Source: an optimization exercise on an open RTL-to-GDS flow (aim: small area, a short achievable clock period and few clock cycles). Production flows keep margins and buffers that such runs may drop. Function was checked by simulation only, so behaviour that the tests miss may differ from the original. Power is estimated from default activity; no workload was simulated.

==> v12: inputs <==
==> flow/design.v <==
package bma_pkg;
    localparam int MaxLegs = 64;
    localparam int FracBits = 16;
    localparam int LegW = $clog2(MaxLegs + 1);
    localparam int TimeW = 48;
    localparam int WW = 50;           
    localparam logic [2:0] REG_AREA_W = 3'd0;
    localparam logic [2:0] REG_AREA_H = 3'd1;
    localparam logic [2:0] REG_START_X = 3'd2;
    localparam logic [2:0] REG_START_Y = 3'd3;
    localparam logic [2:0] REG_VEL_X = 3'd4;
    localparam logic [2:0] REG_VEL_Y = 3'd5;
    typedef enum logic [2:0] {
        ST_IDLE, ST_LEG, ST_SEARCH, ST_PROBE, ST_FIN, ST_UPDATE
    } state_t;
endpackage
module bma_divider (
    input  logic        aclk,
    input  logic        load,        
    input  logic        step,        
    input  logic        fin_cfg,     
    input  logic        fin_wr,      
    input  logic        fin,         
    input  logic        fast,        
    input  logic        acc,         
    input  logic        short_mode,  
    input  logic [2:0]  m,
    input  logic [4:0]  nidx,        
    input  logic [1:0]  nsel,        
    input  logic [31:0] pos,
    input  logic [31:0] lim,
    input  logic        vs,          
    input  logic [31:0] vm,
    input  logic        ve,
    output logic        vzero,
    output logic        ahead,       
    output logic        act,         
    output logic        ok,
    output logic [31:0] new_pos,
    output logic        at_wall
);
    localparam int WW = bma_pkg::WW;
    logic [WW-1:0] w_reg;
    logic          f_reg, nf_reg;    
    logic          act_reg;
    logic          cy_reg;           
    logic [32:0]   ext;
    logic          nb_reg;
    logic [32:0]   dsum;
    logic [31:0]   dm1;
    logic          vpos;
    logic [WW-1:0] bop, x;
    logic          cin;
    logic [31:0]   uhi;
    logic          ge;
    logic [32:0]   nsum;
    logic [31:0]   ninc;
    assign vzero = (vm == '0) && !ve;
    assign vpos = !vs && !vzero;
    assign dsum = {1'b0, vs ? pos : lim} + {1'b0, vs ? 32'hFFFF_FFFF : ~pos};
    assign dm1 = dsum[31:0];
    assign ahead = !vzero && dsum[32];
    assign ext = {dm1, 1'b1} >> m;
    always_comb begin
        if (!fin_cfg) begin
            bop = {{(WW-32){nf_reg}}, vm[31:16] ^ {16{nf_reg}}, vm[15:0] ^ {16{!f_reg}}};
            cin = ve ^ !f_reg;
        end else if (nf_reg) begin
            bop = {{(WW-33){1'b1}}, ~vm, !ve};
            cin = !ve;
        end else begin
            bop = '0;
            cin = 1'b0;
        end
        x = {w_reg[WW-2:0], nb_reg & !fin_cfg} + bop + {{(WW-1){1'b0}}, cin};
    end
    assign ok = !x[WW-1];
    always_ff @(posedge aclk) begin
        if (load) begin
            w_reg <= short_mode ? {{(WW-32){1'b0}}, ext[32:1]} : '0;
            f_reg <= 1'b0;
            nf_reg <= 1'b1;
            act_reg <= ahead;
            cy_reg <= dsum[32];
            nb_reg <= short_mode ? ext[0] : dm1[31];
        end else begin
            if (step || fin) w_reg <= x;
            else if (fin_wr) w_reg <= {x[WW-17:0], 16'd0};
            if (step) begin
                f_reg <= !acc;
                nf_reg <= acc;
                nb_reg <= (nsel == 2'd0) ? dm1[nidx] : (nsel == 2'd1);
            end
        end
    end
    assign uhi = w_reg[48:17];
    assign ge = !w_reg[WW-1];
    assign nsum = {1'b0, lim} + {1'b0, ~uhi};
    assign ninc = uhi + 32'd1;
    assign act = act_reg;
    always_comb begin
        if (act_reg) begin
            if (ge) new_pos = vpos ? nsum[31:0] : (nsum[32] ? ninc : lim);
            else new_pos = vpos ? lim : '0;
        end else begin
            if (vs) new_pos = '0;
            else if (vpos) new_pos = lim;
            else new_pos = cy_reg ? pos : lim;
        end
    end
    assign at_wall = !vzero && (!act_reg || !ge || (vs && (lim == '0)));
endmodule
module billiard_motion_advance (
    input  logic        aclk,
    input  logic        aresetn,
    input  logic        s_tvalid,
    output logic        s_tready,
    input  logic [47:0] s_tdata,    
    input  logic        s_tuser,    
    output logic        m_tvalid,
    input  logic        m_tready,
    output logic [119:0] m_tdata,   
    output logic        m_tuser,    
    input  logic        cfg_valid,
    output logic        cfg_ready,
    input  logic [2:0]  cfg_index,
    input  logic [31:0] cfg_data
);
    bma_pkg::state_t state_reg;
    logic [31:0] aw_reg, ah_reg, sx_reg, sy_reg, svx_reg, svy_reg;
    logic [31:0] cx_reg, cy_reg;
    logic        vxs_reg, vys_reg, vxe_reg, vye_reg;
    logic [31:0] vxm_reg, vym_reg;
    logic [47:0] lt_reg, tgt_reg;
    logic        op_reg;
    logic [bma_pkg::LegW-1:0] legs_reg;
    logic [6:0]  refl_reg;
    logic        capped_reg;
    logic        out_valid_reg;
    logic [5:0]  cnt_reg;
    logic [31:0] hi_reg;       
    logic        lo_ones_reg;
    logic        t_free_reg;
    logic        fast_reg;
    logic        noprobe_reg;  
    logic        is_idle, is_leg, is_upd, take_req;
    logic [48:0] tsum;
    logic [47:0] rem1;
    logic        done_leg, short_mode;
    logic [2:0]  m;
    logic        load, setup, step, probe, fin;
    logic        upd_sel_reg;  
    logic        x_ahead, y_ahead, x_act, y_act, x_ok, y_ok, x_wall, y_wall, x_zero, y_zero;
    logic        tbit, acc, pass, t_free_next;
    logic [4:0]  nidx;
    logic [1:0]  nsel;
    logic [31:0] nx, ny;
    logic        at_end;
    assign is_idle = (state_reg == bma_pkg::ST_IDLE);
    assign is_leg = (state_reg == bma_pkg::ST_LEG);
    assign is_upd = (state_reg == bma_pkg::ST_UPDATE);
    assign at_end = !t_free_reg;
    assign s_tready = is_idle || (!out_valid_reg && ((is_upd && at_end) || (is_leg && op_reg)));
    assign take_req = s_tvalid && s_tready;
    assign cfg_ready = 1'b1;
    assign m_tvalid = out_valid_reg;
    assign m_tdata = {1'b0, refl_reg, lt_reg, cy_reg, cx_reg};
    assign m_tuser = capped_reg;
    assign tsum = {1'b0, upd_sel_reg ? lt_reg : tgt_reg} +
                  {1'b0, upd_sel_reg ? {16'd0, hi_reg} : ~lt_reg} +
                  {48'd0, upd_sel_reg && lo_ones_reg};
    assign rem1 = tsum[47:0];
    assign done_leg = !tsum[48];
    assign short_mode = (rem1[47:5] == '0);
    always_comb begin
        if (rem1[4]) m = 3'd5;
        else if (rem1[3]) m = 3'd4;
        else if (rem1[2]) m = 3'd3;
        else if (rem1[1]) m = 3'd2;
        else if (rem1[0]) m = 3'd1;
        else m = 3'd0;
    end
    assign load = is_leg && !op_reg && !done_leg &&
                  (noprobe_reg || (legs_reg != bma_pkg::LegW'(bma_pkg::MaxLegs)));
    assign setup = is_leg;
    assign step = (state_reg == bma_pkg::ST_SEARCH);
    assign probe = (state_reg == bma_pkg::ST_PROBE);
    assign fin = (state_reg == bma_pkg::ST_FIN);
    assign nidx = 5'(cnt_reg - 6'd17);
    assign nsel = (cnt_reg == '0) ? 2'd2 : ((cnt_reg >= 6'd17) ? 2'd0 : 2'd1);
    assign tbit = (cnt_reg >= 6'd16) ? hi_reg[31] : 1'b1;
    assign acc = (t_free_reg || tbit) && (!x_act || x_ok) && (!y_act || y_ok);
    assign pass = (!x_act || x_ok) && (!y_act || y_ok);
    assign t_free_next = t_free_reg || (tbit && !acc);
    bma_divider u_x (
        .aclk(aclk), .load(setup), .step(step), .fin_cfg(probe || fin), .fin_wr(probe || fin), .fin(fin),
        .fast(fast_reg), .acc(acc), .short_mode(short_mode), .m(m), .nidx(nidx), .nsel(nsel),
        .pos(cx_reg), .lim(aw_reg), .vs(vxs_reg), .vm(vxm_reg), .ve(vxe_reg),
        .vzero(x_zero), .ahead(x_ahead), .act(x_act), .ok(x_ok), .new_pos(nx), .at_wall(x_wall)
    );
    bma_divider u_y (
        .aclk(aclk), .load(setup), .step(step), .fin_cfg(probe || fin), .fin_wr(probe || fin), .fin(fin),
        .fast(fast_reg), .acc(acc), .short_mode(short_mode), .m(m), .nidx(nidx), .nsel(nsel),
        .pos(cy_reg), .lim(ah_reg), .vs(vys_reg), .vm(vym_reg), .ve(vye_reg),
        .vzero(y_zero), .ahead(y_ahead), .act(y_act), .ok(y_ok), .new_pos(ny), .at_wall(y_wall)
    );
    always_ff @(posedge aclk) begin
        if (setup) begin
            cnt_reg <= short_mode ? 6'(6'd15 + {3'd0, m}) : 6'd47;
            hi_reg <= short_mode ? ({rem1[4:0], 27'd0} << (3'd5 - m)) : rem1[31:0];
            lo_ones_reg <= 1'b1;
            t_free_reg <= (x_ahead || y_ahead) && !short_mode && (rem1[47:32] != '0);
            fast_reg <= 1'b0;
        end else if (step) begin
            if (cnt_reg != '0) cnt_reg <= cnt_reg - 6'd1;
            if (cnt_reg >= 6'd16) hi_reg <= {hi_reg[30:0], acc};
            else lo_ones_reg <= lo_ones_reg && acc;
            t_free_reg <= t_free_next;
        end else if (probe) begin
            fast_reg <= pass;
        end
    end
    always_ff @(posedge aclk) begin
        if (!aresetn) upd_sel_reg <= 1'b0;
        else upd_sel_reg <= (load && !x_ahead && !y_ahead) || (probe && pass) || fin ||
                            (is_upd && out_valid_reg);
    end
    always_ff @(posedge aclk) begin
        if (!aresetn) begin
            state_reg <= bma_pkg::ST_IDLE;
            aw_reg <= 32'd6553600;
            ah_reg <= 32'd6553600;
            sx_reg <= '0;
            sy_reg <= '0;
            svx_reg <= 32'd65536;
            svy_reg <= 32'd65536;
            cx_reg <= '0;
            cy_reg <= '0;
            vxs_reg <= 1'b0;
            vys_reg <= 1'b0;
            vxm_reg <= 32'd65536;
            vym_reg <= 32'd65536;
            vxe_reg <= 1'b0;
            vye_reg <= 1'b0;
            lt_reg <= '0;
            out_valid_reg <= 1'b0;
            noprobe_reg <= 1'b0;
            legs_reg <= '0;
            refl_reg <= '0;
            capped_reg <= 1'b0;
        end else begin
            if (cfg_valid) begin
                unique case (cfg_index)
                    bma_pkg::REG_AREA_W: aw_reg <= cfg_data;
                    bma_pkg::REG_AREA_H: ah_reg <= cfg_data;
                    bma_pkg::REG_START_X: sx_reg <= cfg_data;
                    bma_pkg::REG_START_Y: sy_reg <= cfg_data;
                    bma_pkg::REG_VEL_X: svx_reg <= cfg_data;
                    bma_pkg::REG_VEL_Y: svy_reg <= cfg_data;
                    default: ;
                endcase
            end
            if (out_valid_reg && m_tready) begin
                out_valid_reg <= 1'b0;
                refl_reg <= '0;
                capped_reg <= 1'b0;
            end
            if (take_req) begin
                tgt_reg <= s_tdata;
                op_reg <= s_tuser;
                legs_reg <= '0;
            end
            unique case (state_reg)
                bma_pkg::ST_IDLE:
                    if (s_tvalid) state_reg <= bma_pkg::ST_LEG;
                bma_pkg::ST_LEG:
                    if (load) begin
                        if (!noprobe_reg) legs_reg <= legs_reg + 1'b1;
                        if (!x_ahead && !y_ahead) state_reg <= bma_pkg::ST_UPDATE;
                        else if (short_mode && (m == '0) && !noprobe_reg)
                            state_reg <= bma_pkg::ST_PROBE;
                        else state_reg <= bma_pkg::ST_SEARCH;
                    end else if (!out_valid_reg) begin
                        out_valid_reg <= 1'b1;
                        if (op_reg) begin
                            cx_reg <= sx_reg;
                            cy_reg <= sy_reg;
                            vxs_reg <= svx_reg[31];
                            vxm_reg <= svx_reg ^ {32{svx_reg[31]}};
                            vxe_reg <= svx_reg[31];
                            vys_reg <= svy_reg[31];
                            vym_reg <= svy_reg ^ {32{svy_reg[31]}};
                            vye_reg <= svy_reg[31];
                            lt_reg <= '0;
                            state_reg <= s_tvalid ? bma_pkg::ST_LEG : bma_pkg::ST_IDLE;
                        end else begin
                            if (!done_leg) capped_reg <= 1'b1;
                            state_reg <= bma_pkg::ST_IDLE;
                        end
                    end
                bma_pkg::ST_SEARCH:
                    if (cnt_reg == '0) state_reg <= bma_pkg::ST_FIN;
                    else if (cnt_reg == 6'd16 && !t_free_next && !noprobe_reg)
                        state_reg <= bma_pkg::ST_PROBE;
                bma_pkg::ST_PROBE:
                    if (pass) state_reg <= bma_pkg::ST_UPDATE;
                    else begin
                        noprobe_reg <= 1'b1;
                        state_reg <= bma_pkg::ST_LEG;
                    end
                bma_pkg::ST_FIN: state_reg <= bma_pkg::ST_UPDATE;
                bma_pkg::ST_UPDATE:
                    if (!out_valid_reg) begin
                        noprobe_reg <= 1'b0;
                        cx_reg <= nx;
                        cy_reg <= ny;
                        if (at_end) begin
                            lt_reg <= tgt_reg;
                            out_valid_reg <= 1'b1;
                            state_reg <= s_tvalid ? bma_pkg::ST_LEG : bma_pkg::ST_IDLE;
                        end else begin
                            lt_reg <= tsum[47:0];
                            if (x_wall) begin
                                vxs_reg <= !vxs_reg && !x_zero;
                                if (vxs_reg && vxe_reg && (vxm_reg == 32'h7FFF_FFFF))
                                    vxe_reg <= 1'b0;
                            end else begin
                                vys_reg <= !vys_reg && !y_zero;
                                if (vys_reg && vye_reg && (vym_reg == 32'h7FFF_FFFF))
                                    vye_reg <= 1'b0;
                            end
                            if (refl_reg != 7'h7F) refl_reg <= refl_reg + 1'b1;
                            state_reg <= bma_pkg::ST_LEG;
                        end
                    end
                default: state_reg <= bma_pkg::ST_IDLE;
            endcase
        end
    end
endmodule
==> flow/run.sh <==
#!/bin/bash
# synth_recipe.tcl (not shown) runs the flow's synth.tcl, then flattens the netlist and writes it again
# the make line also repeats each setting of config.mk as NAME=value (left out here)
make -C /OpenROAD-flow-scripts/flow DESIGN_CONFIG=/design/flow/config.mk WORK_HOME=/design/flow/orfs CLKGATE_MAP_FILE= SYNTH_SCRIPT=/design/flow/synth_recipe.tcl finish
==> flow/config.mk <==
export PLATFORM = sky130hd
export DESIGN_NAME = billiard_motion_advance
export DESIGN_NICKNAME = billiard_motion_advance
export VERILOG_FILES = /design/flow/design.v
export SDC_FILE = /design/flow/constraint.sdc
export NUM_CORES = 4
export LEC_CHECK = 0
export CAP_MARGIN = 20
export CORE_MARGIN = 2
export CORE_UTILIZATION = 40
export SLEW_MARGIN = 20
==> flow/constraint.sdc <==
create_clock -name core_clock -period 13.0 [get_ports {aclk}]
set_input_delay 2.6000 -clock core_clock [delete_from_list [all_inputs] [get_ports {aclk}]]
set_output_delay 2.6000 -clock core_clock [all_outputs]
set_load 0.01 [all_outputs]
==> v18: changes against v12 <==
--- a/flow/design.v
+++ b/flow/design.v
@@ -11,7 +11,7 @@
     localparam logic [2:0] REG_VEL_X = 3'd4;
     localparam logic [2:0] REG_VEL_Y = 3'd5;
     typedef enum logic [2:0] {
-        ST_IDLE, ST_LEG, ST_SEARCH, ST_PROBE, ST_FIN, ST_UPDATE
+        ST_IDLE, ST_LEG, ST_SEARCH, ST_PROBE, ST_FIN, ST_UPDATE, ST_LONG
     } state_t;
 endpackage
 module bma_divider (
@@ -21,9 +21,8 @@
     input  logic        fin_cfg,     
     input  logic        fin_wr,      
     input  logic        fin,         
-    input  logic        fast,        
     input  logic        acc,         
-    input  logic        short_mode,  
+    input  logic        long_init,   
     input  logic [2:0]  m,
     input  logic [4:0]  nidx,        
     input  logic [1:0]  nsel,        
@@ -77,12 +76,15 @@
     assign ok = !x[WW-1];
     always_ff @(posedge aclk) begin
         if (load) begin
-            w_reg <= short_mode ? {{(WW-32){1'b0}}, ext[32:1]} : '0;
+            w_reg <= {{(WW-32){1'b0}}, ext[32:1]};
             f_reg <= 1'b0;
             nf_reg <= 1'b1;
             act_reg <= ahead;
             cy_reg <= dsum[32];
-            nb_reg <= short_mode ? ext[0] : dm1[31];
+            nb_reg <= ext[0];
+        end else if (long_init) begin
+            w_reg <= '0;
+            nb_reg <= dm1[31];
         end else begin
             if (step || fin) w_reg <= x;
             else if (fin_wr) w_reg <= {x[WW-17:0], 16'd0};
@@ -141,15 +143,16 @@
     logic [31:0] hi_reg;       
     logic        lo_ones_reg;
     logic        t_free_reg;
-    logic        fast_reg;
     logic        noprobe_reg;  
     logic        is_idle, is_leg, is_upd, take_req;
     logic [48:0] tsum;
     logic [47:0] rem1;
     logic        done_leg, short_mode;
     logic [2:0]  m;
-    logic        load, setup, step, probe, fin;
+    logic        load, setup, long_init, step, probe, fin;
     logic        upd_sel_reg;  
+    logic        fcfg_reg;     
+    bma_pkg::state_t st_nxt;
     logic        x_ahead, y_ahead, x_act, y_act, x_ok, y_ok, x_wall, y_wall, x_zero, y_zero;
     logic        tbit, acc, pass, t_free_next;
     logic [4:0]  nidx;
@@ -183,6 +186,7 @@
     assign load = is_leg && !op_reg && !done_leg &&
                   (noprobe_reg || (legs_reg != bma_pkg::LegW'(bma_pkg::MaxLegs)));
     assign setup = is_leg;
+    assign long_init = (state_reg == bma_pkg::ST_LONG);
     assign step = (state_reg == bma_pkg::ST_SEARCH);
     assign probe = (state_reg == bma_pkg::ST_PROBE);
     assign fin = (state_reg == bma_pkg::ST_FIN);
@@ -193,37 +197,71 @@
     assign pass = (!x_act || x_ok) && (!y_act || y_ok);
     assign t_free_next = t_free_reg || (tbit && !acc);
     bma_divider u_x (
-        .aclk(aclk), .load(setup), .step(step), .fin_cfg(probe || fin), .fin_wr(probe || fin), .fin(fin),
-        .fast(fast_reg), .acc(acc), .short_mode(short_mode), .m(m), .nidx(nidx), .nsel(nsel),
+        .aclk(aclk), .load(setup), .step(step), .fin_cfg(fcfg_reg), .fin_wr(probe || fin), .fin(fin),
+        .acc(acc), .long_init(long_init), .m(m), .nidx(nidx), .nsel(nsel),
         .pos(cx_reg), .lim(aw_reg), .vs(vxs_reg), .vm(vxm_reg), .ve(vxe_reg),
         .vzero(x_zero), .ahead(x_ahead), .act(x_act), .ok(x_ok), .new_pos(nx), .at_wall(x_wall)
     );
     bma_divider u_y (
-        .aclk(aclk), .load(setup), .step(step), .fin_cfg(probe || fin), .fin_wr(probe || fin), .fin(fin),
-        .fast(fast_reg), .acc(acc), .short_mode(short_mode), .m(m), .nidx(nidx), .nsel(nsel),
+        .aclk(aclk), .load(setup), .step(step), .fin_cfg(fcfg_reg), .fin_wr(probe || fin), .fin(fin),
+        .acc(acc), .long_init(long_init), .m(m), .nidx(nidx), .nsel(nsel),
         .pos(cy_reg), .lim(ah_reg), .vs(vys_reg), .vm(vym_reg), .ve(vye_reg),
         .vzero(y_zero), .ahead(y_ahead), .act(y_act), .ok(y_ok), .new_pos(ny), .at_wall(y_wall)
     );
     always_ff @(posedge aclk) begin
         if (setup) begin
-            cnt_reg <= short_mode ? 6'(6'd15 + {3'd0, m}) : 6'd47;
-            hi_reg <= short_mode ? ({rem1[4:0], 27'd0} << (3'd5 - m)) : rem1[31:0];
+            cnt_reg <= 6'(6'd15 + {3'd0, m});
+            hi_reg <= {rem1[4:0], 27'd0} << (3'd5 - m);
             lo_ones_reg <= 1'b1;
-            t_free_reg <= (x_ahead || y_ahead) && !short_mode && (rem1[47:32] != '0);
-            fast_reg <= 1'b0;
+            t_free_reg <= 1'b0;
+        end else if (long_init) begin
+            cnt_reg <= 6'd47;
+            hi_reg <= rem1[31:0];
+            t_free_reg <= rem1[47:32] != '0;
         end else if (step) begin
             if (cnt_reg != '0) cnt_reg <= cnt_reg - 6'd1;
             if (cnt_reg >= 6'd16) hi_reg <= {hi_reg[30:0], acc};
             else lo_ones_reg <= lo_ones_reg && acc;
             t_free_reg <= t_free_next;
-        end else if (probe) begin
-            fast_reg <= pass;
         end
     end
+    always_comb begin
+        st_nxt = state_reg;
+        unique case (state_reg)
+            bma_pkg::ST_IDLE:
+                if (s_tvalid) st_nxt = bma_pkg::ST_LEG;
+            bma_pkg::ST_LEG:
+                if (load) begin
+                    if (!x_ahead && !y_ahead) st_nxt = bma_pkg::ST_UPDATE;
+                    else if (!short_mode) st_nxt = bma_pkg::ST_LONG;
+                    else if ((m == '0) && !noprobe_reg) st_nxt = bma_pkg::ST_PROBE;
+                    else st_nxt = bma_pkg::ST_SEARCH;
+                end else if (!out_valid_reg) begin
+                    st_nxt = (op_reg && s_tvalid) ? bma_pkg::ST_LEG : bma_pkg::ST_IDLE;
+                end
+            bma_pkg::ST_SEARCH:
+                if (cnt_reg == '0) st_nxt = bma_pkg::ST_FIN;
+                else if (cnt_reg == 6'd16 && !t_free_next && !noprobe_reg)
+                    st_nxt = bma_pkg::ST_PROBE;
+            bma_pkg::ST_PROBE: st_nxt = pass ? bma_pkg::ST_UPDATE : bma_pkg::ST_LEG;
+            bma_pkg::ST_FIN: st_nxt = bma_pkg::ST_UPDATE;
+            bma_pkg::ST_LONG: st_nxt = bma_pkg::ST_SEARCH;
+            bma_pkg::ST_UPDATE:
+                if (!out_valid_reg) begin
+                    if (at_end) st_nxt = s_tvalid ? bma_pkg::ST_LEG : bma_pkg::ST_IDLE;
+                    else st_nxt = bma_pkg::ST_LEG;
+                end
+            default: st_nxt = bma_pkg::ST_IDLE;
+        endcase
+    end
     always_ff @(posedge aclk) begin
-        if (!aresetn) upd_sel_reg <= 1'b0;
-        else upd_sel_reg <= (load && !x_ahead && !y_ahead) || (probe && pass) || fin ||
-                            (is_upd && out_valid_reg);
+        if (!aresetn) begin
+            upd_sel_reg <= 1'b0;
+            fcfg_reg <= 1'b0;
+        end else begin
+            upd_sel_reg <= (st_nxt == bma_pkg::ST_UPDATE);
+            fcfg_reg <= (st_nxt == bma_pkg::ST_PROBE) || (st_nxt == bma_pkg::ST_FIN);
+        end
     end
     always_ff @(posedge aclk) begin
         if (!aresetn) begin
@@ -265,21 +303,16 @@
                 refl_reg <= '0;
                 capped_reg <= 1'b0;
             end
+            state_reg <= st_nxt;
             if (take_req) begin
                 tgt_reg <= s_tdata;
                 op_reg <= s_tuser;
                 legs_reg <= '0;
             end
             unique case (state_reg)
-                bma_pkg::ST_IDLE:
-                    if (s_tvalid) state_reg <= bma_pkg::ST_LEG;
                 bma_pkg::ST_LEG:
                     if (load) begin
                         if (!noprobe_reg) legs_reg <= legs_reg + 1'b1;
-                        if (!x_ahead && !y_ahead) state_reg <= bma_pkg::ST_UPDATE;
-                        else if (short_mode && (m == '0) && !noprobe_reg)
-                            state_reg <= bma_pkg::ST_PROBE;
-                        else state_reg <= bma_pkg::ST_SEARCH;
                     end else if (!out_valid_reg) begin
                         out_valid_reg <= 1'b1;
                         if (op_reg) begin
@@ -292,23 +325,12 @@
                             vym_reg <= svy_reg ^ {32{svy_reg[31]}};
                             vye_reg <= svy_reg[31];
                             lt_reg <= '0;
-                            state_reg <= s_tvalid ? bma_pkg::ST_LEG : bma_pkg::ST_IDLE;
                         end else begin
                             if (!done_leg) capped_reg <= 1'b1;
-                            state_reg <= bma_pkg::ST_IDLE;
                         end
                     end
-                bma_pkg::ST_SEARCH:
-                    if (cnt_reg == '0) state_reg <= bma_pkg::ST_FIN;
-                    else if (cnt_reg == 6'd16 && !t_free_next && !noprobe_reg)
-                        state_reg <= bma_pkg::ST_PROBE;
                 bma_pkg::ST_PROBE:
-                    if (pass) state_reg <= bma_pkg::ST_UPDATE;
-                    else begin
-                        noprobe_reg <= 1'b1;
-                        state_reg <= bma_pkg::ST_LEG;
-                    end
-                bma_pkg::ST_FIN: state_reg <= bma_pkg::ST_UPDATE;
+                    if (!pass) noprobe_reg <= 1'b1;
                 bma_pkg::ST_UPDATE:
                     if (!out_valid_reg) begin
                         noprobe_reg <= 1'b0;
@@ -317,7 +339,6 @@
                         if (at_end) begin
                             lt_reg <= tgt_reg;
                             out_valid_reg <= 1'b1;
-                            state_reg <= s_tvalid ? bma_pkg::ST_LEG : bma_pkg::ST_IDLE;
                         end else begin
                             lt_reg <= tsum[47:0];
                             if (x_wall) begin
@@ -330,10 +351,9 @@
                                     vye_reg <= 1'b0;
                             end
                             if (refl_reg != 7'h7F) refl_reg <= refl_reg + 1'b1;
-                            state_reg <= bma_pkg::ST_LEG;
                         end
                     end
-                default: state_reg <= bma_pkg::ST_IDLE;
+                default: ;
             endcase
         end
     end
==> flow/flow/run.sh (new file) <==
#!/bin/bash
set -euo pipefail
bash standard.sh SETUP_SLACK_MARGIN=8.7 finish > standard_flow.log 2>&1
==> flow/standard.sh (new file) <==
#!/bin/bash
# synth_recipe.tcl (not shown) runs the flow's synth.tcl, then flattens the netlist and writes it again
# the make line also repeats each setting of config.mk as NAME=value (left out here)
make -C /OpenROAD-flow-scripts/flow DESIGN_CONFIG=/design/flow/config.mk WORK_HOME=/design/flow/orfs CLKGATE_MAP_FILE= SYNTH_SCRIPT=/design/flow/synth_recipe.tcl "${@:-finish}"
removed: flow/run.sh
==> notes.md <==
	v12	v18
Status	no timing/DRC/antenna violations	no timing/DRC/antenna violations
Placeable core region	118000 um^2	118000 um^2
Non-clk invs	191	220
Area added between synthesis and finish	12.5%	21.4%
FF-to-FF End	u_x.w_reg[31]	u_x.w_reg[48]
Worst setup path endpoint	u_x.w_reg[31]	s_tready
Adder and majority cell fraction of the synthesized area	8.63%	8.69%
Max Fclk	0.133 GHz	0.226 GHz
Number of DRC markers in iteration 0	5212	5756
Fraction of the mapped netlist area in simple logic gates	20.6%	20.3%
Initial antenna violation count	7	8
Worst vdd ir	144 uV	139 uV
Register fraction of the total cell area	25.6%	23.5%
WP data required	13470 ps	10400 ps
Switch share	50.9%	47.8%
Clock group	2.25 mW	2.30 mW
Testbench counts of v12, summed over its fixed seeds: cycles 98,686.
Testbench counts of v18, summed over its fixed seeds: cycles 98,686.

## re-timing with driven ports
No port has a modelled driver above. Below, the same layouts with a new extraction and two added sets of constraints. Step 1 assumes that a clkbuf_16 drives the clock port and a buf_2 every other input. Step 2 adds t to the input delays and takes it off the output delays; t is the mean of the earliest and latest rising clock arrival at the registers after step 1. Input paths then give back, and output paths get back, about the clock's delay inside the block. Slacks: ideal ports / drivers / drivers and shift; pairs: ideal ports / drivers.
| run | shift t [ns] | slack for setup (ns) | worst hold slack (ns) |
|---|---|---|---|
| v12 | 0.727 | 5.509 / 5.509 / 5.509 | 0.452 / 0.452 / 0.452 |
| v18 | 0.744 | 8.567 / 8.488 / 8.066 | 0.455 / 0.455 / 0.455 |
After both steps every run listed still meets setup and hold. The setup slack of v18, which loses most, moves by -0.079 ns with the drivers and by -0.501 ns with both steps.
